This is an optimization exercise on Yosys and OpenROAD, whose aim is small area, a short achievable clock period and few clock cycles, not a production implementation. Only simulation tests tie the RTL to the original design; equivalence was not proved.

`flow/constraint.sdc`:
```
create_clock -name core_clock -period 10.5 [get_ports {clk}]
set_input_delay 2.1000 -clock core_clock [delete_from_list [all_inputs] [get_ports {clk}]]
set_output_delay 2.1000 -clock core_clock [all_outputs]
set_load 0.01 [all_outputs]
```
`flow/flow/run.sh`:
```
#!/bin/bash
# Standard ORFS layout (the standard.sh: its synthesis, SDC and clock
# period unchanged) with a larger setup repair margin, so that repair_timing
# aims for a shorter achieved period. make's full output goes to flow_make.log;
# ORFS keeps each step's log under orfs/logs.
set -euo pipefail
bash standard.sh SETUP_SLACK_MARGIN=6.5 finish > flow_make.log 2>&1
```
`flow/config.mk`:
```
export PLATFORM = sky130hd
export DESIGN_NAME = rsa_modexp
export DESIGN_NICKNAME = rsa_modexp
export VERILOG_FILES = /design/flow/design.v
export SDC_FILE = /design/flow/constraint.sdc
export NUM_CORES = 4
export LEC_CHECK = 0
export CAP_MARGIN = 20
export CORE_MARGIN = 2
export CORE_UTILIZATION = 45
export SLEW_MARGIN = 20
```
`flow/standard.sh`:
```
#!/bin/bash
# synth_recipe.tcl (not shown) runs the flow's synth.tcl, then flattens the netlist and writes it again
# the make line also repeats each setting of config.mk as NAME=value (left out here)
make -C /OpenROAD-flow-scripts/flow DESIGN_CONFIG=/design/flow/config.mk WORK_HOME=/design/flow/orfs CLKGATE_MAP_FILE= SYNTH_SCRIPT=/design/flow/synth_recipe.tcl "${@:-finish}"
```
`flow/design.v`:
```
package rsa_pkg;
  localparam int ONE = 1;
endpackage
import rsa_pkg::*;
module rsa_modexp
#(
  parameter  int W   = 32,
  localparam int OPW = 2 * W
) (
  input  logic           clk,
  input  logic           rst_n,
  input  logic           start,
  input  logic [OPW-1:0] n,
  input  logic [OPW-1:0] exp,
  input  logic [OPW-1:0] msg,
  output logic [OPW-1:0] result,
  output logic           busy,
  output logic           done,
  output logic           err
);
  localparam int K    = 4;                       
  localparam int ITER = (66 + K - 1) / K + 1;    
  localparam int RD   = K * ITER;                
  localparam int RB   = K * (ITER - 1);          
  localparam int AW   = OPW + 1;                 
  localparam int SW   = OPW + K + 2;             
  localparam int TW   = SW + K;                  
  localparam int XW   = OPW + 3;                 
  localparam int FBT  = (OPW + K - 1) / K - 1;   
  localparam int S_IDLE  = 0;
  localparam int S_CHK1  = 1;
  localparam int S_CHK2  = 2;
  localparam int S_CONV  = 3;
  localparam int S_CONVF = 4;
  localparam int S_MM    = 5;
  localparam int S_MMEND = 6;
  localparam int S_FIX   = 7;
  localparam int S_FBS   = 8;
  localparam int S_FBA   = 9;
  localparam int S_FBB   = 10;
  localparam int S_FBC   = 11;
  localparam int S_FBD   = 12;
  localparam int S_FBP   = 13;
  localparam int NS      = 14;
  localparam logic [1:0] OP_SQR = 2'd0;
  localparam logic [1:0] OP_MUL = 2'd1;
  localparam logic [1:0] OP_FIN = 2'd2;
  logic [NS-1:0]  r_st;
  logic           r_busy;
  logic           r_done;
  logic           r_err;
  logic [AW-1:0]  r_a;         
  logic           k_x2, k_xsx, k_yc, k_ya, k_ysub, k_yadd;
  logic [OPW-1:0] r_n;
  logic [K-1:0]   r_mq;        
  logic [7:0]     r_qp;        
  logic [OPW-1:0] r_e;
  logic [SW-1:0]  r_s;
  logic [SW-1:0]  r_c;
  logic           r_cin;       
  logic [K-1:0]   r_t;         
  logic [1:0]     r_nq;        
  logic [AW-1:0]  r_m;         
  logic [K-1:0]   r_d;         
  logic [6:0]     r_cnt;
  logic           r_cz;        
  logic           r_cl;        
  logic [6:0]     r_nidx;      
  logic [6:0]     r_bc;        
  logic [1:0]     r_op;
  logic           r_mulpend;
  logic           r_lead;
  logic [2:0]     r_sub;
  logic           r_ge;
  logic [NS-1:0]  w_st;
  logic           w_busy;
  logic           w_done;
  logic           w_err;
  logic [AW-1:0]  w_a;
  logic [OPW-1:0] w_n;
  logic [OPW-1:0] w_e;
  logic [SW-1:0]  w_s;
  logic [SW-1:0]  w_c;
  logic [AW-1:0]  w_m;
  logic [K-1:0]   w_d;
  logic [6:0]     w_cnt;
  logic [6:0]     w_bc;
  logic [1:0]     w_op;
  logic           w_mulpend;
  logic           w_lead;
  logic [2:0]     w_sub;
  logic           w_x2, w_xsx, w_yc, w_ya, w_ysub, w_yadd;
  logic           clr;         
  logic           s_cpa;       
  logic           nsgn;        
  wire odd = r_n[0];
  wire cin = r_cin;
  logic [XW-1:0] cpa_x;
  logic [XW-1:0] cpa_y;
  logic          cpa_ci;
  logic [XW:0]   cpa_sum;
  always_comb begin
    if (k_x2)
      cpa_x = {r_s[OPW+1:0], 1'b0};
    else
      cpa_x = {k_xsx & r_s[OPW+1], r_s[OPW+1:0]};
    cpa_y  = ({XW{k_ysub}} & ~{3'b000, r_n})
           | ({XW{k_yadd}} & {3'b000, r_n})
           | ({XW{k_yc}} & r_c[XW-1:0])
           | ({XW{k_ya}} & {2'b00, r_a});
    cpa_ci = k_ysub || (k_yc && cin);
  end
  localparam int LH = 34;
  localparam int HH = XW - LH;
  logic [LH+1:0] cpa_lo;
  logic [HH:0]   cpa_hi0;
  logic [HH+1:0] cpa_hi1;
  assign cpa_lo  = {1'b0, cpa_x[LH-1:0], 1'b1} + {1'b0, cpa_y[LH-1:0], cpa_ci};
  assign cpa_hi0 = {1'b0, cpa_x[XW-1:LH]} + {1'b0, cpa_y[XW-1:LH]};
  assign cpa_hi1 = {1'b0, cpa_x[XW-1:LH], 1'b1} + {1'b0, cpa_y[XW-1:LH], 1'b1};
  assign cpa_sum = {cpa_lo[LH+1] ? cpa_hi1[HH+1:1] : cpa_hi0, cpa_lo[LH:1]};
  function automatic logic [2*TW-1:0] fa(input logic [TW-1:0] a, input logic [TW-1:0] b,
                                         input logic [TW-1:0] c);
    fa = {(a & b) | (a & c) | (b & c), a ^ b ^ c};    
  endfunction
  logic [K-1:0]  mm_q;
  logic [SW-1:0] mm_s;
  logic [SW-1:0] mm_c;
  logic          mm_cin;
  logic [K-1:0]  mm_t;
  always_comb begin
    logic [K-1:0]  t, tp, tg;
    logic [K:0]    tc;
    logic [TW-1:0] y [K];
    logic [TW-1:0] qr [K];
    logic [TW-1:0] r0, r1, r2, r3, r4, r5, u0, u1;
    logic [2*TW-1:0] f;
    logic [1:0]    g;
    t = r_t;
    if (K == 4) begin
      mm_q[1:0] = t[1:0];
      mm_q[3:2] = r_qp[2*t[1:0] +: 2] + (r_mq[1] ? 2'(-t[3:2]) : t[3:2]);
    end else begin
      mm_q = K'(t * r_mq);
    end
    for (int j = 0; j < K; j++)
      y[j] = r_d[j] ? (TW'(r_a) << (K + j)) : '0;
    y[0][0] = cin;
    for (int h = 0; h < K; h++)
      if (K == 4 && h < 2)
        qr[h] = r_nq[h] ? '0 : (TW'(r_n) << h);
      else
        qr[h] = mm_q[h] ? (TW'(r_n) << h) : '0;
    r0 = TW'(r_s);
    r1 = TW'(r_c);
    if (K == 4) begin
      f = fa(r0, r1, y[0]);            r0 = f[TW-1:0]; r1 = f[2*TW-1:TW] << 1;
      f = fa(y[1], y[2], y[3]);        r2 = f[TW-1:0]; r3 = f[2*TW-1:TW] << 1;
      f = fa(r0, r1, r2);              r0 = f[TW-1:0]; r1 = f[2*TW-1:TW] << 1;
      f = fa(r3, qr[0], qr[1]);        r2 = f[TW-1:0]; r3 = f[2*TW-1:TW] << 1;
      f = fa(r0, r1, r2);              r0 = f[TW-1:0]; r1 = f[2*TW-1:TW] << 1;
      f = fa(r3, qr[2], qr[3]);        r2 = f[TW-1:0]; r3 = f[2*TW-1:TW] << 1;
      f = fa(r0, r1, r2);              r0 = f[TW-1:0]; r1 = f[2*TW-1:TW] << 1;
      f = fa(r0, r1, r3);              u0 = f[TW-1:0]; u1 = f[2*TW-1:TW] << 1;
    end else begin
      u0 = r0;
      u1 = r1;
      for (int j = 0; j < K; j++) begin
        f = fa(u0, u1, y[j]);          u0 = f[TW-1:0]; u1 = f[2*TW-1:TW] << 1;
      end
      for (int h = 0; h < K; h++) begin
        f = fa(u0, u1, qr[h]);         u0 = f[TW-1:0]; u1 = f[2*TW-1:TW] << 1;
      end
    end
    mm_s = u0[K +: SW];
    mm_c = u1[K +: SW];
    mm_cin = |{u1[K-1:0], u0[K-1:0]};
    tp = u0[K +: K] ^ u1[K +: K];
    tg = u0[K +: K] & u1[K +: K];
    tc[0] = mm_cin;
    for (int i = 1; i <= K; i++) begin
      logic acc, pp;
      acc = 1'b0;
      pp  = 1'b1;
      for (int j = i - 1; j >= 0; j--) begin
        acc = acc | (pp & tg[j]);
        pp  = pp & tp[j];
      end
      tc[i] = acc | (pp & mm_cin);
    end
    mm_t = tp ^ tc[K-1:0];
  end
  function automatic logic [K-1:0] neg_inv(input logic [K-1:0] nn);
    logic [K-1:0] x;
    x = nn;                               
    for (int i = 0; i < 3; i++)
      x = K'(x * (K'(2) - K'(nn * x)));
    neg_inv = K'(-x);
  endfunction
  logic [RD-1:0] ya;
  logic [RD-1:0] ym;
  assign ya = RD'(r_a);
  assign ym = RD'(r_m);
  function automatic logic [K-1:0] chunk(input logic [RD-1:0] v, input logic [6:0] idx);
    chunk = v[idx*K +: K];
  endfunction
  logic [6:0]   nidx;
  logic [K-1:0] mm_next_d;
  logic [K-1:0] nx_d;
  assign nidx = r_nidx;
  always_comb begin
    case (r_op)
      OP_SQR,
      OP_MUL:  mm_next_d = (nidx < 7'(ITER)) ? nx_d : '0;
      default: mm_next_d = '0;
    endcase
  end
  assign nx_d = (r_op == OP_SQR) ? chunk(ya, nidx) : chunk(ym, nidx);
  wire e_zero  = (r_e == '0);
  wire n_small = (r_n[OPW-1:1] == '0);
  wire a_eq_n  = (r_a == {1'b0, r_n});
  always_comb begin
    logic [AW-1:0] newa;
    logic          pick;
    w_st      = '0;
    w_busy    = r_busy;
    w_done    = 1'b0;
    w_err     = r_err;
    w_a       = r_a;
    w_n       = r_n;
    w_e       = r_e;
    w_s       = r_s;
    w_m       = r_m;
    w_d       = r_d;
    w_cnt     = r_cnt;
    w_bc      = r_bc;
    w_op      = r_op;
    w_mulpend = r_mulpend;
    w_lead    = r_lead;
    w_sub     = r_sub;
    newa      = cpa_sum[AW-1:0];
    pick      = 1'b0;
    clr       = 1'b0;
    s_cpa     = 1'b0;
    if (r_st[S_IDLE]) begin
      w_n = n;
      w_e = exp;
      w_s = SW'(msg);
      if (start) begin
        w_st[S_CHK1] = 1'b1;
        w_busy       = 1'b1;
      end else begin
        w_st[S_IDLE] = 1'b1;
      end
    end
    if (r_st[S_CHK1]) w_st[S_CHK2] = 1'b1;
    if (r_st[S_CHK2]) begin
      if (n_small || r_ge) begin
        w_a          = '0;
        w_err        = 1'b1;
        w_st[S_IDLE] = 1'b1;
        w_busy       = 1'b0;
        w_done       = 1'b1;
      end else if (e_zero) begin
        w_a          = AW'(1);
        w_err        = 1'b0;
        w_st[S_IDLE] = 1'b1;
        w_busy       = 1'b0;
        w_done       = 1'b1;
      end else begin
        w_err        = 1'b0;
        w_cnt        = 7'(RB - 1);
        w_bc         = 7'd64;
        w_lead       = 1'b0;
        w_st[S_CONV] = 1'b1;
      end
    end
    if (r_st[S_CONV]) begin
      if (odd) s_cpa = 1'b1;
      if (!r_lead) begin
        w_e  = {r_e[OPW-2:0], 1'b0};
        w_bc = r_bc - 7'd1;
        if (r_e[OPW-1]) w_lead = 1'b1;
      end
      w_cnt = r_cnt - 7'd1;
      if (r_cz) w_st[S_CONVF] = 1'b1;
      else             w_st[S_CONV]  = 1'b1;
    end
    if (r_st[S_CONVF]) begin
      w_m  = newa;
      w_a  = newa;
      pick = 1'b1;
    end
    if (r_st[S_MM]) begin
      w_d   = mm_next_d;
      w_cnt = r_cnt + 7'd1;
      if (r_cl) w_st[S_MMEND] = 1'b1;
      else                       w_st[S_MM]    = 1'b1;
    end
    if (r_st[S_MMEND]) begin
      w_a = newa;
      if (r_op == OP_FIN) begin
        w_st[S_FIX] = 1'b1;
      end else if (r_op == OP_SQR && r_mulpend) begin
        w_op       = OP_MUL;
        w_mulpend  = 1'b0;
        w_d        = r_m[K-1:0];
        w_cnt      = '0;
        clr        = 1'b1;
        w_st[S_MM] = 1'b1;
      end else begin
        pick = 1'b1;
      end
    end
    if (r_st[S_FIX]) begin
      if (a_eq_n) w_a = '0;
      w_st[S_IDLE] = 1'b1;
      w_busy       = 1'b0;
      w_done       = 1'b1;
    end
    if (r_st[S_FBS]) begin
      w_s         = '0;
      w_d         = (r_op == OP_SQR) ? chunk(ya, 7'(FBT)) : chunk(ym, 7'(FBT));
      w_cnt       = 7'(FBT);
      w_sub       = 3'(K - 1);
      w_st[S_FBP] = 1'b1;
    end
    if (r_st[S_FBP]) begin
      w_st[S_FBA] = 1'b1;
    end
    if (r_st[S_FBA]) begin
      s_cpa       = 1'b1;
      w_st[S_FBB] = 1'b1;
    end
    if (r_st[S_FBB]) begin
      s_cpa       = 1'b1;
      w_st[S_FBC] = 1'b1;
    end
    if (r_st[S_FBC]) begin
      s_cpa       = 1'b1;
      w_st[S_FBD] = 1'b1;
    end
    if (r_st[S_FBD]) begin
      s_cpa = 1'b1;
      if (r_sub == '0) begin
        if (r_cz) begin
          w_a = newa;
          if (r_op == OP_SQR && r_mulpend) begin
            w_op        = OP_MUL;
            w_mulpend   = 1'b0;
            w_st[S_FBS] = 1'b1;
          end else begin
            pick = 1'b1;
          end
        end else begin
          w_d         = nx_d;
          w_cnt       = r_cnt - 7'd1;
          w_sub       = 3'(K - 1);
          w_st[S_FBP] = 1'b1;
        end
      end else begin
        w_sub       = r_sub - 3'd1;
        w_st[S_FBP] = 1'b1;
      end
    end
    if (pick) begin
      if (r_bc == '0) begin
        if (odd) begin
          w_op       = OP_FIN;
          w_d        = K'(1);
          w_cnt      = '0;
          clr        = 1'b1;
          w_st[S_MM] = 1'b1;
        end else begin
          w_st[S_IDLE] = 1'b1;
          w_busy       = 1'b0;
          w_done       = 1'b1;
        end
      end else begin
        w_e       = {r_e[OPW-2:0], 1'b0};
        w_bc      = r_bc - 7'd1;
        w_mulpend = r_e[OPW-1];
        w_op      = OP_SQR;
        if (odd) begin
          w_d        = newa[K-1:0];
          w_cnt      = '0;
          clr        = 1'b1;
          w_st[S_MM] = 1'b1;
        end else begin
          w_st[S_FBS] = 1'b1;
        end
      end
    end
    if (r_st == '0) begin
      w_st[S_IDLE] = 1'b1;
      w_busy       = 1'b0;
    end
    if (s_cpa) w_s = SW'(cpa_sum[OPW+1:0]);
    if (clr)   w_s = '0;
    if (r_st[S_MM]) w_s = mm_s;
    w_x2   = w_st[S_CONV] | w_st[S_FBA];
    w_xsx  = w_st[S_CONVF] | w_st[S_FBC] | w_st[S_FBD];
    w_yc   = w_st[S_MMEND];
    w_ya   = r_st[S_FBP] & r_d[r_sub];
    nsgn   = s_cpa ? cpa_sum[OPW+1] : r_s[OPW+1];
    w_ysub = w_st[S_CHK1] | w_st[S_FBB] | ((w_st[S_CONV] | w_st[S_FBC]) & !nsgn);
    w_yadd = ((w_st[S_CONV] | w_st[S_FBC] | w_st[S_FBD]) & nsgn)
           | (w_st[S_CONVF] & odd);
  end
  assign w_c = r_st[S_MM] ? mm_c : '0;
  always_ff @(posedge clk or negedge rst_n) begin
    if (!rst_n) begin
      r_st    <= NS'(1);
      r_busy  <= 1'b0;
      r_done  <= 1'b0;
      r_err   <= 1'b0;
      r_a     <= '0;
    end else begin
      r_st    <= w_st;
      r_busy  <= w_busy;
      r_done  <= w_done;
      r_err   <= w_err;
      r_a     <= w_a;
    end
  end
  always_ff @(posedge clk) begin
    r_n       <= w_n;
    r_e       <= w_e;
    r_s       <= w_s;
    r_c       <= w_c;
    r_cin     <= r_st[S_MM] & mm_cin;
    r_nq      <= r_st[S_MM] ? ~{mm_t[1] ^ (r_mq[1] & mm_t[0]), mm_t[0]} : '1;
    if (K == 4)
      r_t     <= r_st[S_MM] ? {mm_t[3:2], mm_t[1] ^ (r_mq[1] & mm_t[0]), mm_t[0]} : '0;
    else
      r_t     <= r_st[S_MM] ? mm_t : '0;
    k_x2      <= w_x2;
    k_xsx     <= w_xsx;
    k_yc      <= w_yc;
    k_ya      <= w_ya;
    k_ysub    <= w_ysub;
    k_yadd    <= w_yadd;
    r_m       <= w_m;
    r_d       <= w_d;
    r_cnt     <= w_cnt;
    r_cz      <= (w_cnt == '0);
    r_cl      <= (w_cnt == 7'(ITER - 1));
    r_nidx    <= w_st[S_MM] ? w_cnt + 7'd1 : w_cnt - 7'd1;
    r_bc      <= w_bc;
    r_op      <= w_op;
    r_mulpend <= w_mulpend;
    r_lead    <= w_lead;
    r_sub     <= w_sub;
    r_ge      <= cpa_sum[XW];
    if (r_st[S_CHK2]) begin
      r_mq <= neg_inv(r_n[K-1:0]);
      for (int i = 0; i < 4; i++)
        r_qp[2*i +: 2] <= 2'(((((i * 32'(neg_inv(r_n[K-1:0]))) % 4) * 32'(neg_inv(r_n[K-1:0]))) % 16) >> 2);
    end
  end
  assign busy   = r_busy;
  assign done   = r_done;
  assign result = r_a[OPW-1:0];
  assign err    = r_err;
endmodule
```
==> results of run 1 <==
-- worst max-delay path by stage --
stage | endpoint | cells past startpoint
finish | r_s[58] | 16
global route | r_nq[1] | 18
CTS | r_nq[1] | 18
detailed placement | r_s[33] | 17
global placement | r_s[33] | 17
floorplan | r_t[3] | 19
-- cell usage after synthesis (all sizes together) (18+ instances only) --
master	instances
a21o	52
a21oi	109
a222oi	45
a22o	36
a22oi	91
a31oi	21
and2	190
buf	123
clkbuf	260
dfrtp	81
dfxtp	182
edfxtp	203
fa	518
ha	120
inv	642
mux2	70
mux2i	141
mux4	34
nand2	506
nand3	42
nand4	28
nor2	134
nor2b	128
nor3	35
nor4	48
o21ai	140
o21bai	18
xnor2	71
xor2	79
-- cell type report --
class / count / share of cell area (%)
multi-input combinational: 2798 / 53.2
sequential: 467 / 23.0
timing repair buffer: 548 / 12.2
inverter: 642 / 4.66
clock buffer: 71 / 3.14
tap: 1243 / 3.01
clock inverter: 39 / 0.762
-- flip-flops by register name (all words and copies together) (netlist names), 4 cells and up --
name,count
r_e,64
r_c,70
r_qp,4
r_cnt,7
r_s,69
r_nidx,7
r_d,4
r_st,14
r_a,65
r_t,4
r_bc,7
r_n,64
r_m,65
-- layout by cell type (no fill, tap or decap), types with 61 or more instances in the layout --
master	instances
inv_1	626
fa_1	496
nand2_1	475
clkdlybuf4s50_1	241
edfxtp_1	203
and2_1	179
buf_4	173
dfxtp_1	170
mux2i_1	140
nor2b_1	127
nor2_1	123
o21ai_0	118
a21oi_1	86
ha_1	85
a22oi_1	81
xor2_1	73
clkbuf_16	70
xnor2_1	61
-- per-layer routing --
layer	global-route usage, %	routed length, um	vias to the layer above
li1	-	-	14328
met3	8.07	18800	412
met4	12.7	7580	2
met2	50.0	70100	1997
met5	0	13	-
met1	43.3	61100	17199
-- stage by stage --
step	cells	instance area, um2	setup slack, ns
floorplan	4289	41900	6.48
global placement	5451	44700	5.48
detailed placement	5451	44700	5.46
CTS	5708	49800	6.25
global route	5808	51700	6.02
finish	5808	51700	6.26
-- worst max-delay path: stages (launching register included) --
cell and delay (ns):
dfxtp_4 0.41, buf_12 0.12, buf_16 0.16, mux2_4 0.33
ha_4 0.25, a21o_1 0.18, o21bai_4 0.19, a221oi_4 0.36
a31oi_4 0.16, or3_4 0.39, o211ai_4 0.24, a21oi_4 0.12
o31a_1 0.40, o21bai_2 0.19, xor2_2 0.12, a222oi_1 0.30
inv_1 0.10
-- what timing repair did --
item,in CTS,in global routing
setup endpoints to repair,305,143
gates cloned,26,10
hold endpoints to repair,0,0
hold buffers,0,0
gates resized for setup,305,197
buffers inserted,121,90
pin swaps,121,247
-- kinds of logic after synthesis --
logic type      after synthesis
simple gates               1166
buf+inv                    1025
fa+ha+maj                   638
compound gates              595
flops                       467
mux                         245
xor+xnor                    150
other cells                   2
==> Flow_metrics.wiki, run 1 <==
{| class="wikitable"
! Metric !! Value
|-
| Max Transition Viols Final || 0
|-
| End of the worst hold path || r_st[2]
|-
| Worst setup path category || reg -> reg
|-
| Mux contribution to synthesized area || under 10%
|-
| Detailed-route wire length per cell || about 27 um
|-
| H-tree Lvls || 2
|-
| Initial core utilization || 45.5%
|-
| Top-level port count || 262
|-
| Worst clock skew || roughly 0.063 ns
|-
| Basic-gate share of the synthesized area counting and, or, nand and nor cells || approximately 13%
|-
| Synthesized-area fraction occupied by xor and xnor cells || between 3 and 4%
|-
| Height of the chip || 309 um
|-
| Skew-Pair Late Insertion Delay || about 0.7 ns
|-
| Worst r2r src || k_x2
|-
| Final sum of negative setup slack || 0 ns
|-
| Total via count after detailed routing || between 30,000 and 40,000
|-
| Vias in the first global route || approximately 34,000
|-
| Largest net degree at the start of global routing || roughly 130
|-
| Total standard cell area after synthesis || between 40,000 and 50,000 um2
|-
| Destination of the worst register-to-register timing path || r_s[58]
|-
| Gate Count Post-Synth || ~4,300
|-
| Class of the most critical hold timing path || reg -> reg
|-
| Final weighted congestion in routability-driven placement || around 0.95
|-
| Startpoint kind of the worst setup timing path || flop
|-
| Number of DRC violations after detailed-routing iteration 0 || between 4,000 and 5,000
|-
| Wire length of the first global-routing pass || between 200,000 and 250,000 um
|-
| Share of Yosys cell area claimed by the top area cell type || around a quarter
|-
| Relative slew slack || 16.0%
|-
| Outcome || finished clean
|-
| Maximum fanout along the worst path || 6
|-
| Largest family of logic cells by synthesized area || adder cells
|-
| Number of fill cells || around 8,000
|-
| Synthesized-area fraction occupied by ao, oa, aoi and oai cells || under 10%
|-
| EDFF count, synth || just over 200
|-
| Standard-cell rows || 111
|-
| Worst hold path startpoint || r_st[1]
|-
| Finished Core Util || between 50% and 60%
|-
| Tightest hold margin || between 0.3 and 0.4 ns
|-
| Routed Antenna Nets || 0
|-
| Post-synth ARST share || between 10% and 20%
|-
| Total number of clock tree sinks || between 400 and 500
|-
| Floorplan core area || 91,800 um2
|-
| Data required time at the worst endpoint || between 10 and 15 ns
|-
| Cell at the root of the clock tree || clkbuf_16
|-
| CTS clk-pin slew, worst paths || 0.06 ns
|-
| Largest area contributor in the netlist || fa_1
|-
| Area Overhead vs Synth || 23.8%
|-
| CTS tree || done
|-
| Final min period || between 4 and 5 ns
|-
| Number of nets in the layout || around 5,300
|-
| Total iterations of the first detailed-routing run || 6
|-
| Ratio of cells with drive above 1 in the final layout || 18.0%
|-
| Initial antenna violation count || 6
|-
| Buffer depth of the longest clock path || 3
|-
| R2R cell count || 16
|-
| Maximum Capacitance Violations || 0
|-
| Fraction of the cycle the final worst path needs || 40.4%
|-
| Port bufs || around 260
|-
| Measured slew at the worst slew-check pin || 1.26 ns
|-
| Worst setup path start || k_x2
|-
| Number of diodes || 0
|-
| Part of the Yosys area used for sequential elements || between 20 and 30%
|-
| Register cell area after layout || about 12,000 um2
|-
| Yosys warning count || 3
|-
| Number of register bits inferred by synthesis || between 400 and 500
|-
| Average footprint of a synthesized cell || 9.74 um2
|-
| Footprint of the multi-input gates || 27,500 um2
|-
| Overall fraction of global-route tracks in use || around 32%
|-
| Number of hold violations in the final report || 0
|-
| Crit path capture type || flop
|-
| Most instantiated flip-flop cell in the synthesis netlist || edfxtp_1
|-
| Worst Hold Depth || 0
|-
| Wire length reported by the detailed router || around 160,000 um
|-
| Cell variety after synth || 75
|-
| DRC Markers || 0
|-
| Arrival time at the worst endpoint || between 4 and 5 ns
|-
| CTS buffer count || a little under 60
|-
| DP Wirelength || between 90,000 and 100,000 um
|-
| Post-detailed-route via-to-cell ratio || roughly 5.8
|-
| Reg2reg setup slack || roughly 6.3 ns
|-
| Adder-cell area share of the yosys netlist || 28.4%
|-
| GRT Residual Overflow || 0
|-
| Cell types occupying the most area after synthesis || fa_1, edfxtp_1, dfxtp_1
|-
| Peak clock frequency supported by timing || between 0.2 and 0.25 GHz
|-
| Total Die Area || ~95,000 um2
|-
| Number of endpoints failing setup at the final stage || 0
|-
| Width of the chip || roughly 310 um
|-
| Setup repair after global routing missed its margin || yes
|}
Testbench counts, summed over its fixed seeds: cycles 96,602.
==> inputs of run 2 (changes only) <==
--- a/flow/flow/run.sh
+++ b/flow/flow/run.sh
@@ -5,3 +5,3 @@
 # ORFS keeps each step's log under orfs/logs.
 set -euo pipefail
-bash standard.sh SETUP_SLACK_MARGIN=6.5 finish > flow_make.log 2>&1
+bash standard.sh SETUP_SLACK_MARGIN=7 finish > flow_make.log 2>&1
==> run 2 against run 1 <==
  * Still clean
  * Count of clock-buffer cells in the layout rose by 14
  * Hold slack got worse by 0.00051 ns
  * Clock skew down 0.027 ns
  * Register-to-register slack got worse by 0.09 ns
  * First-iteration DRC count is 4.1% lower
  * Highest routed layer unchanged
==> Flow_metrics.wiki, run 2 <==
{| class="wikitable"
! Metric !! Value
|-
| Startpoint kind of the worst setup timing path || flop
|-
| Max FFs per register || 70
|-
| Worst clock skew || about 0.036 ns
|-
| Most frequent cells after synthesis || inv_1, fa_1, nand2_1
|-
| Number of fill cells || around 7,300
|-
| Destination of the worst register-to-register timing path || r_s[62]
|-
| Skew-Pair Late Insertion Delay || 0.69 ns
|-
| Height of the chip || between 300 and 400 um
|-
| Routed Antenna Nets || 0
|-
| Critical Path, Cell by Cell || buf_12 -> buf_12 -> mux2_4 -> ha_4 -> a21o_1 -> o21bai_4 -> a221oi_2 -> buf_4 -> a31oi_4 -> or3_4 -> o211ai_4 -> a21oi_4 -> o31a_1 -> buf_6 -> o31ai_2 -> a21oi_2 -> xnor2_2 -> a21o_1
|-
| Part of the Yosys area used for sequential elements || ~28%
|-
| DP Wirelength || around 98,000 um
|-
| Gate Count Post-Synth || between 4,000 and 5,000
|-
| Max Transition Viols Final || 0
|-
| Wire length reported by the detailed router || 165,000 um
|-
| Most common library cell in the layout ignoring fill and taps || inv_1
|-
| Most instantiated flip-flop cell in the synthesis netlist || edfxtp_1
|-
| Worst hold path startpoint || r_st[1]
|-
| Most used standard cell by instance count after synthesis || inv_1
|-
| Wire length of the first global-routing pass || about 240,000 um
|-
| Layout Cell Area excl Fill || around 57,000 um2
|-
| Ratio of cells with drive above 1 in the final layout || 32.3%
|-
| Setup repair after global routing missed its margin || yes
|-
| Fraction of the cycle the final worst path needs || 41.2%
|-
| Final min period || 4.33 ns
|-
| Number of endpoints failing setup at the final stage || 0
|-
| Largest net degree at the start of global routing || around 130
|-
| Worst setup path category || reg -> reg
|-
| Peak clock frequency supported by timing || 0.231 GHz
|-
| Overall fraction of global-route tracks in use || between 30% and 40%
|-
| CTS tree || done
|-
| R2R cell count || 18
|-
| Data required time at the worst endpoint || about 11 ns
|-
| Number of nets in the layout || around 5,700
|-
| Share of Yosys cell area claimed by the top area cell type || 24.8%
|-
| Worst Hold Depth || 0
|-
| Number of buffer and inverter instances along the worst setup path || 4
|-
| Registers with the most flip-flops || r_c: 70 flops, r_s: 69 flops
|-
| Post-detailed-route via-to-cell ratio || 5.80
|-
| Total number of clock tree sinks || between 400 and 500
|-
| Number of hold violations in the final report || 0
|-
| Buffer depth of the longest clock path || 3
|-
| Area Overhead vs Synth || 35.8%
|-
| Number of DRC violations after detailed-routing iteration 0 || ~3,800
|-
| Largest area contributor in the netlist || fa_1
|-
| Maximum Capacitance Violations || 0
|-
| Yosys warning count || 3
|-
| Minimum setup slack after placement || ~5.4 ns
|-
| Width of the chip || slightly above 300 um
|-
| Finished Core Util || around three fifths
|-
| Met2 layer wire length in the routed design || roughly 74,000 um
|-
| Relative slew slack || between 20 and 25%
|-
| Maximum fanout along the worst path || 5
|-
| Reg2reg setup slack || about 6.2 ns
|-
| Floorplan core area || 91,800 um2
|-
| Detailed-route wire length per cell || roughly 27 um
|-
| Crit path capture type || flop
|-
| Cell types occupying the most area after synthesis || fa_1, edfxtp_1, dfxtp_1
|-
| Outcome || finished clean
|-
| Total iterations of the first detailed-routing run || 8
|-
| H-tree Lvls || 2
|-
| WL met1 || between 60,000 and 70,000 um
|-
| DRC Markers || 0
|-
| Instance area at placement || between 40,000 and 50,000 um2
|-
| Final sum of negative setup slack || 0 ns
|-
| Largest stage delay on the critical path || 0.42 ns
|-
| Average footprint of a synthesized cell || 9.74 um2
|-
| Commonest non-fill, non-tap cells in the layout || inv_1, nand2_1, fa_1
|-
| Max Used Layer || met5
|-
| Total Die Area || about 95,000 um2
|-
| CTS clk-pin slew, worst paths || 0.07 ns
|-
| Post-synth ARST share || approximately 18%
|-
| Measured slew at the worst slew-check pin || 1.14 ns
|-
| Cell variety after synth || 75
|-
| CTS buffer count || 58
|-
| Initial antenna violation count || 8
|-
| Port bufs || ~260
|-
| Arrival time at the worst endpoint || 4.74 ns
|-
| Top-level port count || 262
|-
| Worst r2r src || k_x2
|-
| Cell at the root of the clock tree || clkbuf_16
|-
| Vias in the first global route || ~36,000
|-
| Initial core utilization || between 40% and 50%
|-
| Register with the highest flop count || r_c
|-
| EDFF count, synth || 203
|-
| Worst-path cell with the longest stage delay || or3_4
|-
| Minimum setup slack in the final design || 6.17 ns
|-
| Routed wire length on met3 || 19,100 um
|-
| Family with the most delay on the worst path || compound AO/OA/AOI/OAI gates
|-
| Number of register bits inferred by synthesis || ~470
|-
| Standard-cell rows || 111
|-
| Total via count after detailed routing || roughly 36,000
|-
| End of the worst hold path || r_st[2]
|-
| GRT Residual Overflow || 0
|-
| Class of the most critical hold timing path || reg -> reg
|-
| Final weighted congestion in routability-driven placement || 0.945
|-
| Total standard cell area after synthesis || 41,800 um2
|}
[run 2: cell counts after synthesis]
Identical to the previous run, type by type.
[run 2: logic make-up after synthesis]
family	share of synthesized area, %
compound gates	9.74
xor+xnor	3.16
fa+ha+maj	28.4
buf+inv	9.90
flops	28.2
mux	7.10
other cells	0.0180
simple gates	13.4
[run 2: timing repair]
item	in CTS	in global routing
gates cloned	38	2
pin swaps	328	214
setup buffers	410	122
resized for setup	1020	327
hold buffers	0	0
setup endpoints to repair	467	349
[run 2: final cells by class]
cell class | count | area (um2) | area share (%)
Timing Repair Buffer | 870 | 9650 | 17.0
Antenna cell | 3 | 7.51 | 0.0132
Multi-Input combinational cell | 2801 | 29200 | 51.4
Clock buffer | 85 | 1740 | 3.06
Sequential cell | 467 | 11900 | 21.0
Tap cell | 1243 | 1560 | 2.74
Clock inverter | 25 | 309 | 0.545
Inverter | 642 | 2410 | 4.25
[run 2: worst register-to-register path: stages, from the launching register on]
cell	delay, ns
dfxtp_4	0.39
buf_12	0.14
buf_12	0.13
mux2_4	0.31
ha_4	0.22
a21o_1	0.17
o21bai_4	0.18
a221oi_2	0.26
buf_4	0.19
a31oi_4	0.10
or3_4	0.42
o211ai_4	0.23
a21oi_4	0.12
o31a_1	0.32
buf_6	0.16
o31ai_2	0.24
a21oi_2	0.14
xnor2_2	0.19
a21o_1	0.17
[run 2: worst max-delay path by stage]
| stage | startpoint | to | slack, ns | cells past startpoint |
|---|---|---|---|---|
| 6_report | k_x2 | r_s[62] | 6.17 | 18 |
| 3_3_place_gp | k_yc | r_s[53] | 5.53 | 15 |
| 3_5_place_dp | k_yc | r_s[53] | 5.43 | 15 |
| 2_1_floorplan | r_a[1] | r_t[3] | 6.55 | 15 |
| 5_1_grt | k_x2 | r_s[41] | 6.05 | 19 |
| 4_1_cts | r_qp[6] | r_nq[1] | 6.24 | 18 |
[run 2: per-stage QoR]
step	hold slack [ns]	instances
4_1_cts	0.376	6009
5_1_grt	0.407	6135
3_5_place_dp	0.353	5451
6_report	0.377	6136
3_3_place_gp	0.356	5451
2_1_floorplan	0.346	4289
[run 2: metal layers]
metal / vias up / global-route usage (%)
li1: 15018 / -
met1: 17915 / 43.8
met2: 2112 / 53.4
met3: 522 / 8.76
met4: 10 / 18.1
met5: - / 0
==> inputs of run 3 (changes only) <==
--- a/flow/design.v
+++ b/flow/design.v
@@ -217,6 +217,7 @@
   end
   assign nx_d = (r_op == OP_SQR) ? chunk(ya, nidx) : chunk(ym, nidx);
-  wire e_zero  = (r_e == '0);
-  wire n_small = (r_n[OPW-1:1] == '0);
+  logic r_ezero, r_nsmall;
+  wire e_zero  = r_ezero;
+  wire n_small = r_nsmall;
   wire a_eq_n  = (r_a == {1'b0, r_n});
   always_comb begin
@@ -453,4 +454,6 @@
     r_sub     <= w_sub;
     r_ge      <= cpa_sum[XW];
+    r_ezero   <= (r_e == '0);
+    r_nsmall  <= (r_n[OPW-1:1] == '0);
     if (r_st[S_CHK2]) begin
       r_mq <= neg_inv(r_n[K-1:0]);
--- a/flow/flow/run.sh
+++ b/flow/flow/run.sh
@@ -5,3 +5,3 @@
 # ORFS keeps each step's log under orfs/logs.
 set -euo pipefail
-bash standard.sh SETUP_SLACK_MARGIN=7 finish > flow_make.log 2>&1
+bash standard.sh SETUP_SLACK_MARGIN=6 finish > flow_make.log 2>&1
--- a/flow/config.mk
+++ b/flow/config.mk
@@ -8,4 +8,4 @@
 export CAP_MARGIN = 20
 export CORE_MARGIN = 2
-export CORE_UTILIZATION = 45
+export CORE_UTILIZATION = 55
 export SLEW_MARGIN = 20
==> run 3 against run 2 <==
  * Still clean
  * Flip-flop and latch count is 2 higher
  * Final area is 15% lower
  * Count of clock-buffer cells in the layout is 5 lower
  * Via count is 9.0% lower
  * Clock skew is 0.0047 ns higher
  * First-iteration DRC count is 19% lower
  * Area after synthesis is 1.0% higher
  * Setup slack worse by 0.13 ns
  * Sequential share of layout area is 3.5 points higher
  * Non-clock buffer count is 493 lower
  * Critical path type unchanged
  * Largest cell class unchanged
  * Highest routed layer unchanged
==> Flow_metrics.wiki, run 3 <==
{| class="wikitable"
! Metric !! Value
|-
| Worst hold path startpoint || r_st[1]
|-
| Crit path capture type || flop
|-
| Maximum Capacitance Violations || 0
|-
| Share of Yosys cell area claimed by the top area cell type || between 20% and 30%
|-
| Initial core utilization || a little under three fifths
|-
| Total number of clock tree sinks || approximately 470
|-
| Standard-cell rows || 101
|-
| Total via count after detailed routing || 32,368
|-
| R2R cell count || 15
|-
| Routed wire length on met3 || about 12,000 um
|-
| DP Wirelength || 99,200 um
|-
| Final min period || between 4 and 5 ns
|-
| Largest area contributor in the netlist || fa_1
|-
| Port bufs || ~260
|-
| Cell at the root of the clock tree || clkbuf_16
|-
| Total iterations of the first detailed-routing run || 6
|-
| Worst Hold Depth || 0
|-
| End of the worst hold path || r_st[2]
|-
| Detailed-route wire length per cell || 25.6 um
|-
| Width of the chip || around 280 um
|-
| Placed Cells incl. Taps || approximately 5,300
|-
| Destination of the worst register-to-register timing path || r_s[64]
|-
| Cell types occupying the most area after synthesis || fa_1, edfxtp_1, dfxtp_1
|-
| Class of the most critical hold timing path || reg -> reg
|-
| Worst r2r src || k_x2
|-
| Floorplan core area || roughly 76,000 um2
|-
| Fraction of the cycle the final worst path needs || 42.5%
|-
| Relative slew slack || between 30 and 40%
|-
| CTS clk-pin slew, worst paths || 0.06 ns
|-
| Average footprint of a synthesized cell || around 9.7 um2
|-
| Wire length reported by the detailed router || around 140,000 um
|-
| Number of DRC violations after detailed-routing iteration 0 || approximately 3,100
|-
| Startpoint kind of the worst setup timing path || flop
|-
| Worst clock skew || between 0.04 and 0.05 ns
|-
| CTS tree || done
|-
| Total Die Area || ~79,000 um2
|-
| Top-level port count || 262
|-
| Vias in the first global route || approximately 33,000
|-
| Overall fraction of global-route tracks in use || about a third
|-
| Data required time at the worst endpoint || 10.93 ns
|-
| Number of register bits inferred by synthesis || 469
|-
| Number of hold violations in the final report || 0
|-
| Peak clock frequency supported by timing || 0.224 GHz
|-
| Max FFs per register || 70
|-
| Number of nets in the layout || roughly 5,200
|-
| Number of endpoints failing setup at the final stage || 0
|-
| Met2 layer wire length in the routed design || approximately 64,000 um
|-
| Area Overhead vs Synth || 14.6%
|-
| Cell variety after synth || 81
|-
| Outcome || finished clean
|-
| Register with the highest flop count || r_c
|-
| Most instantiated flip-flop cell in the synthesis netlist || edfxtp_1
|-
| Most used standard cell by instance count after synthesis || inv_1
|-
| Height of the chip || 281 um
|-
| Initial antenna violation count || 2
|-
| Setup repair after global routing missed its margin || yes
|-
| Most common library cell in the layout ignoring fill and taps || inv_1
|-
| GRT Residual Overflow || 0
|-
| Final non-filler cell total || 5,456
|-
| Total standard cell area after synthesis || between 40,000 and 50,000 um2
|-
| Post-detailed-route via-to-cell ratio || 5.93
|-
| Maximum fanout along the worst path || 6
|-
| Skew-Pair Late Insertion Delay || about 0.67 ns
|-
| Part of the Yosys area used for sequential elements || around 28%
|-
| Measured slew at the worst slew-check pin || 1.04 ns
|-
| Routed Antenna Nets || 0
|-
| Gate Count Post-Synth || between 4,000 and 5,000
|-
| DRC Markers || 0
|-
| Final weighted congestion in routability-driven placement || about 0.94
|-
| Max Transition Viols Final || 0
|-
| Reg2reg setup slack || 6.04 ns
|-
| Registers with the most flip-flops || r_c: 70 flops, r_s: 69 flops
|-
| Buffer depth of the longest clock path || 3
|-
| Most frequent cells after synthesis || inv_1, nand2_1, fa_1
|-
| Wire length of the first global-routing pass || approximately 210,000 um
|-
| Largest net degree at the start of global routing || approximately 110
|-
| EDFF count, synth || around 200
|-
| Max Used Layer || met5
|-
| Final sum of negative setup slack || 0 ns
|-
| CTS buffer count || 58
|-
| Commonest non-fill, non-tap cells in the layout || inv_1, nand2_1, fa_1
|-
| Arrival time at the worst endpoint || approximately 4.9 ns
|-
| Post-synth ARST share || about 17%
|-
| Worst setup path category || reg -> reg
|-
| H-tree Lvls || 2
|-
| Ratio of cells with drive above 1 in the final layout || around a tenth
|-
| Yosys warning count || 3
|-
| WL met1 || 57,500 um
|}
run 3: routing by layer:
metal | GRT usage (%) | vias up
li1 | - | 14157
met1 | 48.7 | 16418
met2 | 56.1 | 1460
met3 | 5.74 | 331
met4 | 13.0 | 2
met5 | 0 | -
run 3: what timing repair did:
| item | CTS | global route |
|---|---|---|
| gates resized for setup | 70 | 79 |
| cloned | 3 | 2 |
| hold buffers | 0 | 0 |
| pin swaps | 9 | 41 |
| buffers inserted | 18 | 44 |
| endpoints found under the setup margin | 127 | 64 |
run 3: kinds of logic (layout without fill, tap and decap cells):
family / Yosys count / in the layout / synth area share, %
compound gates: 629 / 629 / 10.1
xor+xnor: 148 / 148 / 3.11
fa+ha+maj: 638 / 638 / 28.1
buf+inv: 1017 / 1108 / 9.74
flops: 469 / 469 / 28.0
mux: 248 / 248 / 7.07
other cells: 2 / 4 / 0.0178
simple gates: 1182 / 1182 / 13.8
run 3: stage by stage:
stage          hold slack (ns)  cell area, um2  utilization, %  worst slack [ns]
6_report                 0.390           48400            63.7              6.04
2_1_floorplan            0.355           42200               -              6.03
3_3_place_gp             0.364           44800            59.0              5.17
4_1_cts                  0.400           47500            62.6              5.96
5_1_grt                  0.414           48400            63.7              5.92
3_5_place_dp             0.364           44800            59.0              5.10
run 3: worst max path at each step:
stage          start  endpoint  slack [ns]  cells past startpoint
6_report        k_x2   r_s[64]        6.04                     15
5_1_grt         k_x2   r_s[64]        5.92                     15
4_1_cts         k_x2   r_s[64]        5.96                     15
3_5_place_dp    k_x2   r_s[64]        5.10                     14
3_3_place_gp    k_x2   r_s[64]        5.17                     14
2_1_floorplan   k_x2   r_s[64]        6.03                     16
run 3: final cells by class:
cell class	count	area [um2]
clock inverters	30	399
diodes	1	2.50
repair buffers	377	3860
fillers	6359	27600
well taps	1030	1290
flip-flops and latches	469	11900
clock buffers	80	1670
multi-input cells	2848	27000
inverters	621	2330
run 3: critical path: stages, from the launching register on:
cell and delay [ns]:
dfxtp_4 0.42, buf_12 0.15, buf_4 0.14, mux2_2 0.36, ha_4 0.30, nand4_1 0.15, or4_4 0.45, a2111oi_4 0.38
o22a_4 0.25, o21ai_2 0.06, a21o_1 0.24, or3_4 0.37, a221oi_4 0.38, a311oi_2 0.17, xnor2_2 0.18, a22o_1 0.18
Testbench counts of run 3, summed over its fixed seeds: cycles 96,602.
==> inputs of run 4 (changes only) <==
--- a/flow/flow/run.sh
+++ b/flow/flow/run.sh
@@ -5,3 +5,3 @@
 # ORFS keeps each step's log under orfs/logs.
 set -euo pipefail
-bash standard.sh SETUP_SLACK_MARGIN=6 finish > flow_make.log 2>&1
+bash standard.sh SETUP_SLACK_MARGIN=6.5 finish > flow_make.log 2>&1
==> run 4 against run 3 <==
  * Still clean on timing, DRC and antenna
  * Critical path type unchanged
  * Final cell count rose by 2.3%
  * Largest cell class unchanged
  * Critical endpoint is now r_s[62]
  * Final area is 5.3% higher
  * Highest routed layer unchanged
  * Critical path depth is 2 higher
==> Flow_metrics.wiki, run 4 <==
{| class="wikitable"
! Metric !! Value
|-
| Fraction of the cycle the final worst path needs || a little over two fifths
|-
| Detailed-route wire length per cell || roughly 27 um
|-
| Worst clock skew || between 0.03 and 0.04 ns
|-
| Max FFs per register || 70
|-
| Register with the highest flop count || r_c
|-
| Footprint of the multi-input gates || roughly 28,000 um2
|-
| Width of the chip || ~280 um
|-
| CTS buffer count || 57
|-
| Share of Yosys cell area claimed by the top area cell type || around 25%
|-
| Arrival time at the worst endpoint || 4.81 ns
|-
| Routed Antenna Nets || 0
|-
| Number of fill cells || approximately 6,000
|-
| Part of the Yosys area used for sequential elements || 28.0%
|-
| Worst-path cell with the longest stage delay || or4_4
|-
| CTS tree || done
|-
| Minimum setup slack after placement || ~5.4 ns
|-
| Largest stage delay on the critical path || between 0.5 and 0.6 ns
|-
| Number of nets in the layout || ~5,300
|-
| Max Transition Viols Final || 0
|-
| Cell variety after synth || just over 80
|-
| Post-detailed-route via-to-cell ratio || roughly 6.0
|-
| Total Die Area || 79,000 um2
|-
| Register cell area after layout || 12,000 um2
|-
| Final weighted congestion in routability-driven placement || around 0.93
|-
| Cell at the root of the clock tree || clkbuf_16
|-
| Startpoint kind of the worst setup timing path || flop
|-
| Relative slew slack || 16.0%
|-
| Ratio of cells with drive above 1 in the final layout || between 15 and 20%
|-
| GRT Residual Overflow || 0
|-
| Most frequent cells after synthesis || inv_1, nand2_1, fa_1
|-
| Commonest non-fill, non-tap cells in the layout || inv_1, fa_1, nand2_1
|-
| Setup repair after global routing missed its margin || yes
|-
| Wire length reported by the detailed router || 150,000 um
|-
| Outcome || finished clean
|-
| Maximum fanout along the worst path || 6
|-
| Total number of clock tree sinks || ~470
|-
| Crit path capture type || flop
|-
| H-tree Lvls || 2
|-
| Number of register bits inferred by synthesis || ~470
|-
| Initial antenna violation count || 6
|-
| Final sum of negative setup slack || 0 ns
|-
| Top-level port count || around 260
|-
| Peak clock frequency supported by timing || 0.226 GHz
|-
| Floorplan core area || 75,900 um2
|-
| Final min period || around 4.4 ns
|-
| Standard-cell rows || ~100
|-
| Data required time at the worst endpoint || 10.89 ns
|-
| Number of DRC violations after detailed-routing iteration 0 || ~3,400
|-
| Area Overhead vs Synth || 20.7%
|-
| Registers with the most flip-flops || r_c: 70 flops, r_s: 69 flops
|-
| Total standard cell area after synthesis || 42,200 um2
|-
| Maximum Capacitance Violations || 0
|-
| Average footprint of a synthesized cell || ~10 um2
|-
| Port bufs || 261
|-
| Post-synth ARST share || roughly 17%
|-
| Overall fraction of global-route tracks in use || a little under two fifths
|-
| Most common library cell in the layout ignoring fill and taps || inv_1
|-
| Wire length of the first global-routing pass || roughly 220,000 um
|-
| Total via count after detailed routing || 33,758
|-
| Gate Count Post-Synth || between 4,000 and 5,000
|-
| Vias in the first global route || approximately 34,000
|-
| Most instantiated flip-flop cell in the synthesis netlist || edfxtp_1
|-
| Initial core utilization || between 50% and 60%
|-
| DP Wirelength || between 90,000 and 100,000 um
|-
| Largest area contributor in the netlist || fa_1
|-
| Minimum setup slack in the final design || between 6 and 7 ns
|-
| Class of the most critical hold timing path || reg -> reg
|-
| Largest net degree at the start of global routing || 110
|-
| Skew-Pair Late Insertion Delay || around 0.65 ns
|-
| Yosys warning count || 3
|-
| Family with the most delay on the worst path || compound AO/OA/AOI/OAI gates
|-
| Number of endpoints failing setup at the final stage || 0
|-
| Total iterations of the first detailed-routing run || 10
|-
| Worst setup path category || reg -> reg
|-
| Buffer depth of the longest clock path || 3
|-
| EDFF count, synth || 203
|-
| Critical Path, Cell by Cell || buf_12 -> buf_12 -> mux2_4 -> ha_4 -> nand4_1 -> or4_4 -> a2111oi_4 -> o22a_4 -> o21ai_2 -> a21o_1 -> buf_4 -> buf_6 -> a21oi_4 -> a21oi_4 -> o41ai_4 -> xor2_1 -> a21o_1
|-
| Number of hold violations in the final report || 0
|-
| Cell types occupying the most area after synthesis || fa_1, edfxtp_1, dfxtp_1
|-
| Height of the chip || roughly 280 um
|-
| DRC Markers || 0
|-
| Number of buffer and inverter instances along the worst setup path || 4
|-
| Measured slew at the worst slew-check pin || 1.25 ns
|-
| CTS clk-pin slew, worst paths || 0.06 ns
|-
| Most used standard cell by instance count after synthesis || inv_1
|}
run 4: cell counts after synthesis:
No cell type changed its count.
run 4: through the flow:
stage	instances	util (%)	instance area [um2]	hold slack [ns]
after global routing	5580	67.1	51000	0.391
final	5581	67.1	51000	0.376
after CTS	5500	65.0	49300	0.377
after floorplan	4334	-	42500	0.355
after detailed placement	5281	59.3	45000	0.364
after global placement	5281	59.3	45000	0.366
run 4: cells by family after synthesis:
| logic type | share of synthesized area [%] |
|---|---|
| simple gates | 13.8 |
| fa+ha+maj | 28.1 |
| compound gates | 10.1 |
| mux | 7.07 |
| flops | 28.0 |
| other cells | 0.0178 |
| buf+inv | 9.74 |
| xor+xnor | 3.11 |
run 4: layer usage:
metal | vias to the layer above | routed length (um) | GRT usage, %
li1 | 14410 | - | -
met5 | - | 33 | 0
met4 | 6 | 8860 | 17.1
met2 | 1889 | 67800 | 58.7
met3 | 448 | 15000 | 7.48
met1 | 17005 | 58000 | 50.1
run 4: worst paths after layout:
path	start	endpoint	slack (ns)	cells after the start
setup / recovery	k_x2	r_s[62]	6.08	17
hold / removal	r_st[1]	r_st[2]	0.38	0
setup reg to reg	k_x2	r_s[62]	6.08	17
hold reg to reg	r_st[1]	r_st[2]	0.38	0
max in group asynchronous	rst_n	r_a[46]	7.70	2
min in group asynchronous	rst_n	r_err	1.36	1
run 4: timing repair:
action	4_1_cts	5_1_grt
setup buffers	92	78
endpoints found under the setup margin	372	236
gates cloned	19	2
hold buffers	0	0
gates resized for setup	250	201
pin swaps	111	177
run 4: cell type report:
type,instances,area share (%)
multi-input combinational,2849,54.5
sequential,469,23.5
timing repair buffer,503,11.1
inverter,621,4.57
clock buffer,85,3.45
tap,1030,2.53
clock inverter,23,0.339
antenna,1,0.00491
==> inputs of run 5 (changes only) <==
--- a/flow/flow/run.sh
+++ b/flow/flow/run.sh
@@ -5,3 +5,3 @@
 # ORFS keeps each step's log under orfs/logs.
 set -euo pipefail
-bash standard.sh SETUP_SLACK_MARGIN=6.5 finish > flow_make.log 2>&1
+bash standard.sh SETUP_SLACK_MARGIN=6 finish > flow_make.log 2>&1
--- a/flow/config.mk
+++ b/flow/config.mk
@@ -8,4 +8,4 @@
 export CAP_MARGIN = 20
 export CORE_MARGIN = 2
-export CORE_UTILIZATION = 55
+export CORE_UTILIZATION = 65
 export SLEW_MARGIN = 20
==> run 5 against run 4 <==
  * Setup slack lost 0.055 ns
  * Synthesized cell count is the same
  * Global-route usage grew 3.0 points
  * Utilization grew 7.0 points
  * Non-clock buffer count shrank 139
  * Wire length shrank 9.8%
  * Hold slack gained 0.0027 ns
  * Sequential share of layout area grew 1.5 points
  * Final cell count shrank 5.7%
  * Count of clock-buffer cells in the layout shrank 10
  * Largest cell class unchanged
==> Flow_metrics.wiki, run 5 <==
{| class="wikitable"
! Metric !! Value
|-
| Outcome || finished clean
|-
| Max Transition Viols Final || 0
|-
| Register cell area after layout || between 10,000 and 15,000 um2
|-
| Total Die Area || 67,000 um2
|-
| Number of nets in the layout || 5,192
|-
| GRT Residual Overflow || 0
|-
| Data required time at the worst endpoint || about 11 ns
|-
| Cell at the root of the clock tree || clkbuf_16
|-
| Worst-path cell with the longest stage delay || dfxtp_4
|-
| Standard-cell rows || slightly above 90
|-
| Final min period || about 4.5 ns
|-
| Most frequent cells after synthesis || inv_1, nand2_1, fa_1
|-
| Footprint of the multi-input gates || 26,800 um2
|-
| Max FFs per register || 70
|-
| Part of the Yosys area used for sequential elements || ~28%
|-
| CTS tree || done
|-
| Measured slew at the worst slew-check pin || between 1 and 1.5 ns
|-
| Register with the highest flop count || r_c
|-
| CTS clk-pin slew, worst paths || around 0.06 ns
|-
| Buffer depth of the longest clock path || 3
|-
| H-tree Lvls || 2
|-
| Number of diodes || 0
|-
| Total standard cell area after synthesis || approximately 42,000 um2
|-
| Most used standard cell by instance count after synthesis || inv_1
|-
| Detailed-route wire length per cell || about 26 um
|-
| Floorplan core area || about 64,000 um2
|-
| Commonest non-fill, non-tap cells in the layout || inv_1, nand2_1, fa_1
|-
| Initial core utilization || 65.6%
|-
| Height of the chip || between 200 and 300 um
|-
| Number of register bits inferred by synthesis || between 400 and 500
|-
| Overall fraction of global-route tracks in use || just over 40%
|-
| Number of endpoints failing setup at the final stage || 0
|-
| Total iterations of the first detailed-routing run || 9
|-
| Area Overhead vs Synth || 12.9%
|-
| CTS buffer count || 55
|-
| Vias in the first global route || approximately 33,000
|-
| Final sum of negative setup slack || 0 ns
|-
| Skew-Pair Late Insertion Delay || around 0.66 ns
|-
| Cell types occupying the most area after synthesis || fa_1, edfxtp_1, dfxtp_1
|-
| Most instantiated flip-flop cell in the synthesis netlist || edfxtp_1
|-
| DRC Markers || 0
|-
| Registers with the most flip-flops || r_c: 70 flops, r_s: 69 flops
|-
| Number of DRC violations after detailed-routing iteration 0 || around 3,500
|-
| Largest stage delay on the critical path || roughly 0.60 ns
|-
| Wire length of the first global-routing pass || about 200,000 um
|-
| Library cell appearing most often on the critical path || fa_1
|-
| Worst clock skew || between 0.02 and 0.03 ns
|-
| Routed Antenna Nets || 0
|-
| Total via count after detailed routing || roughly 33,000
|-
| Number of hold violations in the final report || 0
|-
| Average footprint of a synthesized cell || 9.74 um2
|-
| Fraction of the cycle the final worst path needs || 42.6%
|-
| Class of the most critical hold timing path || reg -> reg
|-
| Hold buffer count at cts || 0
|-
| Post-detailed-route via-to-cell ratio || roughly 6.3
|-
| Largest area contributor in the netlist || fa_1
|-
| Critical Path, Cell by Cell || buf_12 -> nand2_1 -> fa_1 -> fa_1 -> fa_1 -> fa_1 -> inv_1 -> fa_1 -> a222oi_1 -> o21ai_0
|-
| Total number of clock tree sinks || between 400 and 500
|-
| Startpoint kind of the worst setup timing path || flop
|-
| Port bufs || about 260
|-
| Number of fill cells || approximately 4,700
|-
| EDFF count, synth || about 200
|-
| Cell variety after synth || 81
|-
| Gate Count Post-Synth || 4,333
|-
| Peak clock frequency supported by timing || between 0.2 and 0.25 GHz
|-
| Crit path capture type || flop
|-
| Share of Yosys cell area claimed by the top area cell type || between 20% and 30%
|-
| Initial antenna violation count || 2
|-
| Post-synth ARST share || 17.5%
|-
| Worst setup path category || reg -> reg
|-
| Maximum Capacitance Violations || 0
|-
| Maximum fanout along the worst path || a little over 40
|-
| Final weighted congestion in routability-driven placement || 0.978
|-
| Instance area at placement || ~45,000 um2
|-
| Largest net degree at the start of global routing || about 130
|-
| Arrival time at the worst endpoint || between 4 and 5 ns
|-
| Setup repair after global routing missed its margin || yes
|-
| Most common library cell in the layout ignoring fill and taps || inv_1
|-
| Width of the chip || between 200 and 300 um
|-
| Ratio of cells with drive above 1 in the final layout || a little under a tenth
|-
| Yosys warning count || 3
|-
| Relative slew slack || 20.9%
|-
| Layout Cell Area excl Fill || 47,700 um2
|-
| DP Wirelength || around 94,000 um
|-
| Top-level port count || roughly 260
|-
| Wire length reported by the detailed router || about 130,000 um
|}
==> run 5: cell count changes in the layout (fill, tap and decap cells not counted), sizes merged, moves of 4 or more <==
cell,change
clkbuf,-8
dlygate4sd2,-4
clkdlybuf4s50,+4
bufinv,+5
bufbuf,-5
buf,-136
==> run 5: area by class of cell <==
type	instances	area share, %
multi-input cells	2848	56.2
flip-flops and latches	469	24.9
repair buffers	364	7.70
inverters	621	4.89
clock buffers	75	3.30
well taps	855	2.24
clock inverters	29	0.714
==> run 5: final timing paths <==
path | from | end | slack [ns] | cells after the start
max reg2reg | r_d[3] | r_s[33] | 6.03 | 10
min reg2reg | r_st[1] | r_st[2] | 0.38 | 0
max | r_d[3] | r_s[33] | 6.03 | 10
max in group asynchronous | rst_n | r_st[4] | 7.73 | 2
min | r_st[1] | r_st[2] | 0.38 | 0
min in group asynchronous | rst_n | r_done | 1.39 | 1
==> run 5: routing by layer <==
layer / wire, um / global-route usage [%] / vias to the layer above
met4: 7550 / 18.9 / 2
met2: 62100 / 63.9 / 1999
met1: 50500 / 53.5 / 16420
met5: 13 / 0 / -
li1: - / - / 14102
met3: 14900 / 8.84 / 449
==> run 5: through the flow <==
step,setup WS [ns],utilization (%),hold WS (ns),std cells
4_1_cts,5.96,72.9,0.379,5217
6_report,6.03,74.1,0.378,5261
3_5_place_dp,5.12,69.3,0.365,5100
3_3_place_gp,5.19,69.3,0.361,5100
5_1_grt,5.80,74.1,0.392,5261
2_1_floorplan,6.03,-,0.355,4334
==> run 5: repair_timing <==
| item | in CTS | in global routing |
|---|---|---|
| endpoints found under the setup margin | 137 | 97 |
| resized for setup | 51 | 79 |
| cloned | 3 | 1 |
| buffers inserted | 10 | 43 |
| pin swaps | 7 | 38 |
==> run 5: cells by family (layout without fill, tap and decap cells) <==
kind of cell / after synthesis / after routing / share of synthesized area [%]
flops: 469 / 469 / 28.0
other cells: 2 / 3 / 0.0178
buf+inv: 1017 / 1089 / 9.74
simple gates: 1182 / 1182 / 13.8
xor+xnor: 148 / 148 / 3.11
compound gates: 629 / 629 / 10.1
mux: 248 / 248 / 7.07
fa+ha+maj: 638 / 638 / 28.1
==> run 5: critical path, delay by kind of cell (launching register included) <==
family | cells | cell delay (ns)
simple gates | 1 | 0.13
fa+ha+maj | 5 | 2.55
flops | 1 | 0.60
compound gates | 2 | 0.51
buf+inv | 2 | 0.31
==> inputs of run 6 (changes only) <==
--- a/flow/config.mk
+++ b/flow/config.mk
@@ -8,4 +8,4 @@
 export CAP_MARGIN = 20
 export CORE_MARGIN = 2
-export CORE_UTILIZATION = 65
+export CORE_UTILIZATION = 75
 export SLEW_MARGIN = 20
==> run 6 against run 5 <==
  * Critical path type unchanged
  * Critical path depth grew 2
  * Non-clock buffer count rose by 11
  * Wire length rose by 6.4%
  * Still clean
==> Flow_metrics.wiki, run 6 <==
{| class="wikitable"
! Metric !! Value
|-
| Outcome || finished clean
|-
| Ratio of cells with drive above 1 in the final layout || about a tenth
|-
| Average footprint of a synthesized cell || around 9.7 um2
|-
| Buffer depth of the longest clock path || 3
|-
| Height of the chip || 241 um
|-
| Number of nets in the layout || 5,202
|-
| Crit path capture type || flop
|-
| Cell variety after synth || between 80 and 90
|-
| Hold buffer count at cts || 0
|-
| Register with the highest flop count || r_c
|-
| CTS clk-pin slew, worst paths || 0.07 ns
|-
| CTS tree || done
|-
| Largest stage delay on the critical path || around 0.92 ns
|-
| Startpoint kind of the worst setup timing path || flop
|-
| Overall fraction of global-route tracks in use || approximately half
|-
| Worst-path cell with the longest stage delay || nor2_4
|-
| Critical Path, Cell by Cell || inv_1 -> ha_1 -> nor2b_1 -> and3_1 -> a21oi_1 -> o21bai_1 -> nand2_1 -> nand3_1 -> nor2_4 -> buf_4 -> a222oi_1 -> o21ai_0
|-
| Final weighted congestion in routability-driven placement || approximately 1.0
|-
| Total standard cell area after synthesis || approximately 42,000 um2
|-
| Wire length of the first global-routing pass || 208,000 um
|-
| Detailed-route wire length per cell || 27.8 um
|-
| Worst clock skew || between 0.02 and 0.025 ns
|-
| Yosys warning count || 3
|-
| CTS buffer count || 54
|-
| Total Die Area || about 58,000 um2
|-
| Class of the most critical hold timing path || reg -> reg
|-
| Wire length reported by the detailed router || 144,000 um
|-
| Port bufs || between 200 and 300
|-
| Minimum setup slack after placement || 5.27 ns
|-
| Minimum setup slack in the final design || 5.87 ns
|-
| Share of Yosys cell area claimed by the top area cell type || around 25%
|-
| Total via count after detailed routing || between 30,000 and 40,000
|-
| Initial core utilization || roughly three quarters
|-
| Post-synth ARST share || approximately 17%
|-
| Final min period || 4.63 ns
|-
| Relative slew slack || 19.0%
|-
| Largest area contributor in the netlist || fa_1
|-
| Skew-Pair Late Insertion Delay || between 0.6 and 0.7 ns
|-
| Final non-filler cell total || ~5,200
|-
| H-tree Lvls || 2
|-
| Floorplan core area || around 55,000 um2
|-
| Vias in the first global route || ~36,000
|-
| Final sum of negative setup slack || 0 ns
|-
| Number of hold violations in the final report || 0
|-
| Cell at the root of the clock tree || clkbuf_16
|-
| Post-detailed-route via-to-cell ratio || roughly 6.8
|-
| Setup repair after global routing missed its margin || yes
|-
| Data required time at the worst endpoint || 10.95 ns
|-
| Maximum Capacitance Violations || 0
|-
| Measured slew at the worst slew-check pin || roughly 1.2 ns
|-
| Total number of clock tree sinks || 469
|-
| Initial antenna violation count || 4
|-
| DP Wirelength || 93,200 um
|-
| Peak clock frequency supported by timing || about 0.22 GHz
|-
| Fraction of the cycle the final worst path needs || 44.0%
|-
| Standard-cell rows || 86
|-
| Worst setup path category || reg -> reg
|-
| GRT Residual Overflow || 0
|-
| Number of endpoints failing setup at the final stage || 0
|-
| Number of DRC violations after detailed-routing iteration 0 || 4,506
|-
| Number of buffer and inverter instances along the worst setup path || 2
|-
| Finished Core Util || between 80% and 90%
|-
| Max Transition Viols Final || 0
|-
| Reg2reg setup slack || roughly 5.9 ns
|-
| Arrival time at the worst endpoint || 5.07 ns
|-
| Total iterations of the first detailed-routing run || 7
|-
| Routed Antenna Nets || 0
|-
| Part of the Yosys area used for sequential elements || 28.0%
|-
| Largest net degree at the start of global routing || between 100 and 150
|}
## run 6: area by class of cell
type,instances,area (um2)
antenna,4,10.0
clock buffer,71,1500
clock inverter,31,392
fill,2814,7490
inverter,621,2330
multi-input combinational,2848,27000
sequential,469,11900
tap,748,936
timing repair buffer,375,3890
## run 6: through the flow
step	hold slack (ns)	area, um2
floorplan	0.355	42200
global placement	0.361	44400
detailed placement	0.360	44400
CTS	0.369	46800
global route	0.387	47900
finish	0.371	47900
## run 6: kinds of logic after synthesis
logic type,share of synthesized area (%)
AND/OR/NAND/NOR,13.8
buffers and inverters,9.74
adder cells (fa/ha/maj),28.1
AO/OA/AOI/OAI,10.1
flip-flops,28.0
multiplexers,7.07
XOR/XNOR,3.11
other,0.0178
## run 6: worst paths after layout
kind	from	end	depth (start not counted)
max	r_sub[0]	r_s[33]	12
min	r_st[1]	r_st[2]	0
max reg2reg	r_sub[0]	r_s[33]	12
min reg2reg	r_st[1]	r_st[2]	0
max in group asynchronous	rst_n	r_st[5]	2
min in group asynchronous	rst_n	r_done	1
## run 6: repair_timing
action	in CTS	in global routing
pin swaps	8	51
setup endpoints to repair	140	110
resized for setup	65	108
gates cloned	4	6
setup buffers	10	52
## run 6: worst reg2reg max path: cells and delay by family (launching register included)
family | cells | cell delay [ns]
AND/OR/NAND/NOR | 5 | 2.45
AO/OA/AOI/OAI | 4 | 0.66
buffers and inverters | 2 | 0.62
flip-flops | 1 | 0.44
adder cells (fa/ha/maj) | 1 | 0.25
## run 6: routing by layer
layer	wire (um)	GRT usage, %	part of all wire (%)	vias to the layer above
met4	11700	31.7	8.1	4
met5	82	0.758	0.057	-
li1	-	-	-	14129
met1	47000	59.4	33	16846
met3	22100	16.9	15	866
met2	62800	72.4	44	3199

## what the ideal ports hide
No port has a modelled driver above. Below, the same layouts with a new extraction and two added sets of constraints. Step 1, drivers: a clkbuf_16 drives clk and a buf_2 each remaining input, both assumed. Step 2, shift: input delay + t, output delay - t, t = (earliest + latest rising clock arrival at the registers) / 2. This alone moves slack from input paths to output paths. Three values: no drivers, after step 1, after step 2; two values: the first two.
| run | t (ns) | setup WS [ns] | latest minus earliest clock arrival (ns) | worst slew at a driven data input, ns |
|---|---|---|---|---|
| run 1 | 0.739 | 6.260 / 6.260 / 6.260 | 0.063 / 0.064 | 0.08 |
| run 2 | 0.743 | 6.171 / 6.171 / 6.171 | 0.037 / 0.036 | 0.07 |
| run 3 | 0.724 | 6.038 / 6.038 / 6.038 | 0.043 / 0.043 | 0.06 |
| run 4 | 0.708 | 6.083 / 6.083 / 6.083 | 0.034 / 0.034 | 0.07 |
| run 5 | 0.720 | 6.028 / 6.028 / 6.028 | 0.027 / 0.027 | 0.07 |
| run 6 | 0.704 | 5.875 / 5.875 / 5.875 | 0.023 / 0.023 | 0.11 |
After both steps setup and hold are still met in every run listed.
